Source: an optimization exercise on an open RTL-to-GDS flow (aim: small area, a short achievable clock period and few clock cycles). Production flows keep margins and buffers that such runs may drop.

==> job 7144 <==
// dehaze_top
module dehaze_top (
    input  logic        clk,
    input  logic        rst,
    input  logic        in_req,
    output logic        in_ack,
    input  logic [23:0] in_pix,      
    output logic        out_req,
    input  logic        out_ack,
    output logic [23:0] out_pix,     
    output logic        out_last
);
==> module dehaze_top, before the edit <==
module dehaze_top (
    input  logic        clk,
    input  logic        rst,
    input  logic        in_req,
    output logic        in_ack,
    input  logic [23:0] in_pix,      
    output logic        out_req,
    input  logic        out_ack,
    output logic [23:0] out_pix,     
    output logic        out_last
);
    logic        i_full;            
    logic [23:0] ipix;
    logic [23:0] ch [0:8];          
    logic [5:0]  cnt;               
    logic [3:0]  nold;              
    logic        oraw;              
    logic        pin;               
    logic        pdr;               
    logic [6:0]  gain;
    logic [7:0]  vm [0:7];          
    logic [7:0]  v3p;               
    logic [7:0]  pmin;              
    function automatic logic [7:0] min2(input logic [7:0] a, input logic [7:0] b);
        min2 = (a < b) ? a : b;
    endfunction
    function automatic logic [7:0] min3(input logic [23:0] p);
        logic rg, rb, gb;
        rg = p[23:16] < p[15:8];
        rb = p[23:16] < p[7:0];
        gb = p[15:8]  < p[7:0];
        min3 = (rg && rb) ? p[23:16] : (!rg && gb) ? p[15:8] : p[7:0];
    endfunction
    function automatic logic [7:0] recover(input logic [7:0] c, input logic [6:0] g);
        logic [7:0]  u;
        logic [13:0] s, k, pp, ns, nk;
        logic [14:0] p;
        u = ~c;
        s = {6'b0, u & {8{g[0]}}};
        k = 14'd0;
        for (int j = 1; j < 6; j++) begin
            pp = {6'b0, u & {8{g[j]}}} << j;
            ns = s ^ k ^ pp;
            nk = ((s & k) | (s & pp) | (k & pp)) << 1;
            s  = ns;
            k  = nk;
        end
        p = {1'b0, s + k} | (g[6] ? {1'b0, u, 6'b0} : 15'd0);
        recover = (|p[14:12]) ? 8'd0 : ~p[11:4];
    endfunction
    logic [7:0] m_new, m_up, v3, dark, vm_new;
    logic [3:0] nnew;
    logic       out_free, do_in, do_drain, c8_valid, interior;
    assign m_new  = min3(ipix);
    assign m_up   = min3(ch[7]);
    assign v3     = min2(vm[7], m_new);
    assign dark   = min2(min2(pmin, vm[7]), m_new);
    assign vm_new = min2(m_up, m_new);
    assign nnew     = (cnt > 6'd8) ? 4'd9 : cnt[3:0];
    assign out_free = (!oraw && !out_req) || (out_req && out_ack);
    assign do_in    = i_full && !pin && out_free;
    assign do_drain = !i_full && !pdr && (nold != 4'd0) && out_free;
    assign c8_valid = (nold != 4'd0) || (cnt > 6'd8);
    assign interior = (cnt[2:1] != 2'd0) && (cnt[5:4] != 2'd0);
    always_ff @(posedge clk or posedge rst) begin
        if (rst) begin
            i_full  <= 1'b0;
            in_ack  <= 1'b0;
            cnt     <= '0;
            nold    <= '0;
            oraw    <= 1'b0;
            out_req <= 1'b0;
            pin     <= 1'b0;
            pdr     <= 1'b0;
        end else begin
            if (in_req && !in_ack && (!i_full || pin)) begin
                i_full <= 1'b1;
                in_ack <= 1'b1;
            end else begin
                if (in_ack && !in_req) in_ack <= 1'b0;
                if (pin) i_full <= 1'b0;
            end
            pin <= do_in;
            pdr <= do_drain;
            if (pin) begin
                cnt <= cnt + 1'b1;
                if (cnt == 6'd63) nold <= 4'd9;
                else if (nold != 4'd0) nold <= nold - 1'b1;
            end else if (pdr) begin
                nold <= nold - 1'b1;
            end
            if (out_req && out_ack) out_req <= 1'b0;
            if (oraw && !out_ack) begin
                oraw    <= 1'b0;
                out_req <= 1'b1;
            end
            if ((do_in && c8_valid) || do_drain) oraw <= 1'b1;
        end
    end
    always_ff @(posedge clk) begin
        if (!i_full || pin) ipix <= in_pix;
        if (pin) begin
            ch[0] <= ipix;
            vm[0] <= vm_new;
            for (int k = 1; k < 8; k++) vm[k] <= vm[k-1];
            v3p  <= v3;
            pmin <= min2(v3p, v3);
        end
        for (int k = 1; k < 9; k++) begin
            if (pin || (pdr && nnew < 4'(k))) ch[k] <= ch[k-1];
        end
        if (do_in || do_drain) begin
            out_pix  <= ch[8];
            out_last <= (nold == 4'd1);
            gain     <= (do_in && interior) ? dehaze_pkg::gain_lut(dark) : 7'd16;
        end else if (oraw && !out_ack) begin
            out_pix[23:16] <= recover(out_pix[23:16], gain);
            out_pix[15:8]  <= recover(out_pix[15:8], gain);
            out_pix[7:0]   <= recover(out_pix[7:0], gain);
        end
    end
endmodule
clock: 25.0 ns
lec_check: 0
cap_margin: 80
core_margin: 2
core_utilization: 70
slew_margin: 80
run.sh (not shown) runs the stock make flow with config.mk's settings and CLKGATE_MAP_FILE= SYNTH_SCRIPT=/design/flow/synth_recipe.tcl, a recipe that flattens the netlist after the stock synthesis.
==> job 6444: changes against job 7144 <==
--- a/flow/design.v
+++ b/flow/design.v
@@ -282,6 +282,4 @@
     logic [3:0]  nold;              
     logic        oraw;              
-    logic        pin;               
-    logic        pdr;               
     logic [6:0]  gain;
     logic [7:0]  vm [0:7];          
@@ -323,8 +321,12 @@
     assign dark   = min2(min2(pmin, vm[7]), m_new);
     assign vm_new = min2(m_up, m_new);
+    logic [8:0] shift_ok;           
     assign nnew     = (cnt > 6'd8) ? 4'd9 : cnt[3:0];
     assign out_free = (!oraw && !out_req) || (out_req && out_ack);
-    assign do_in    = i_full && !pin && out_free;
-    assign do_drain = !i_full && !pdr && (nold != 4'd0) && out_free;
+    assign do_in    = i_full && out_free;
+    assign do_drain = !i_full && (nold != 4'd0) && out_free;
+    for (genvar k = 0; k < 9; k++) begin : g_ok
+        assign shift_ok[k] = i_full || ((nold != 4'd0) && nnew < 4'(k));
+    end
     assign c8_valid = (nold != 4'd0) || (cnt > 6'd8);
     assign interior = (cnt[2:1] != 2'd0) && (cnt[5:4] != 2'd0);
@@ -337,22 +339,10 @@
             oraw    <= 1'b0;
             out_req <= 1'b0;
-            pin     <= 1'b0;
-            pdr     <= 1'b0;
         end else begin
-            if (in_req && !in_ack && (!i_full || pin)) begin
+            if (in_req && !in_ack && !i_full) begin
                 i_full <= 1'b1;
                 in_ack <= 1'b1;
-            end else begin
-                if (in_ack && !in_req) in_ack <= 1'b0;
-                if (pin) i_full <= 1'b0;
-            end
-            pin <= do_in;
-            pdr <= do_drain;
-            if (pin) begin
-                cnt <= cnt + 1'b1;
-                if (cnt == 6'd63) nold <= 4'd9;
-                else if (nold != 4'd0) nold <= nold - 1'b1;
-            end else if (pdr) begin
-                nold <= nold - 1'b1;
+            end else if (in_ack && !in_req) begin
+                in_ack <= 1'b0;
             end
             if (out_req && out_ack) out_req <= 1'b0;
@@ -361,10 +351,19 @@
                 out_req <= 1'b1;
             end
-            if ((do_in && c8_valid) || do_drain) oraw <= 1'b1;
+            if (do_in) begin
+                i_full <= 1'b0;
+                cnt    <= cnt + 1'b1;
+                if (cnt == 6'd63) nold <= 4'd9;
+                else if (nold != 4'd0) nold <= nold - 1'b1;
+                if (c8_valid) oraw <= 1'b1;
+            end else if (do_drain) begin
+                nold <= nold - 1'b1;
+                oraw <= 1'b1;
+            end
         end
     end
     always_ff @(posedge clk) begin
-        if (!i_full || pin) ipix <= in_pix;
-        if (pin) begin
+        if (!i_full) ipix <= in_pix;
+        if (do_in) begin
             ch[0] <= ipix;
             vm[0] <= vm_new;
@@ -374,5 +373,5 @@
         end
         for (int k = 1; k < 9; k++) begin
-            if (pin || (pdr && nnew < 4'(k))) ch[k] <= ch[k-1];
+            if (shift_ok[k] && out_free) ch[k] <= ch[k-1];
         end
         if (do_in || do_drain) begin
==> summary of the runs <==
Utilization: job 6444 is higher than job 7144 (1.8 points).
Of job 7144 and job 6444, job 7144 has the higher sequential share of layout area (gap 0.074 points).
Against job 7144, the via count of job 6444 is higher by 4.1%.
No run of this note included a check of the RTL's function; only the layout flow was run.

port drivers added, routing unchanged:
How much do the figures lean on ideal ports? The routed layouts below were timed once more, with nothing changed but the port constraints.
Step 1: set_driving_cell puts a clkbuf_16 on clk and a buf_2 on each other input, an assumption about the parent block.
Step 2 moves the port delays by t, midway between the first and last clock arrival at a register: inputs arrive t later, outputs are due t later. That takes back most of the time a late clock gives input paths.
Slacks: ideal ports / drivers / drivers and shift; pairs: ideal ports / drivers.
run | t, ns | slack for setup (ns) | slew at the worst register clock pin (ns) | pins driven straight from the clock port
job 7144 | 0.579 | 17.832 / 17.832 / 17.533 | 0.07 / 0.07 | 1
job 6444 | 0.581 | 16.189 / 16.197 / 15.616 | 0.08 / 0.08 | 1
After both steps setup and hold are still met in every run listed. For job 6444, which loses most, drivers alone change the setup slack by +0.008 ns; drivers and shift together by -0.573 ns.
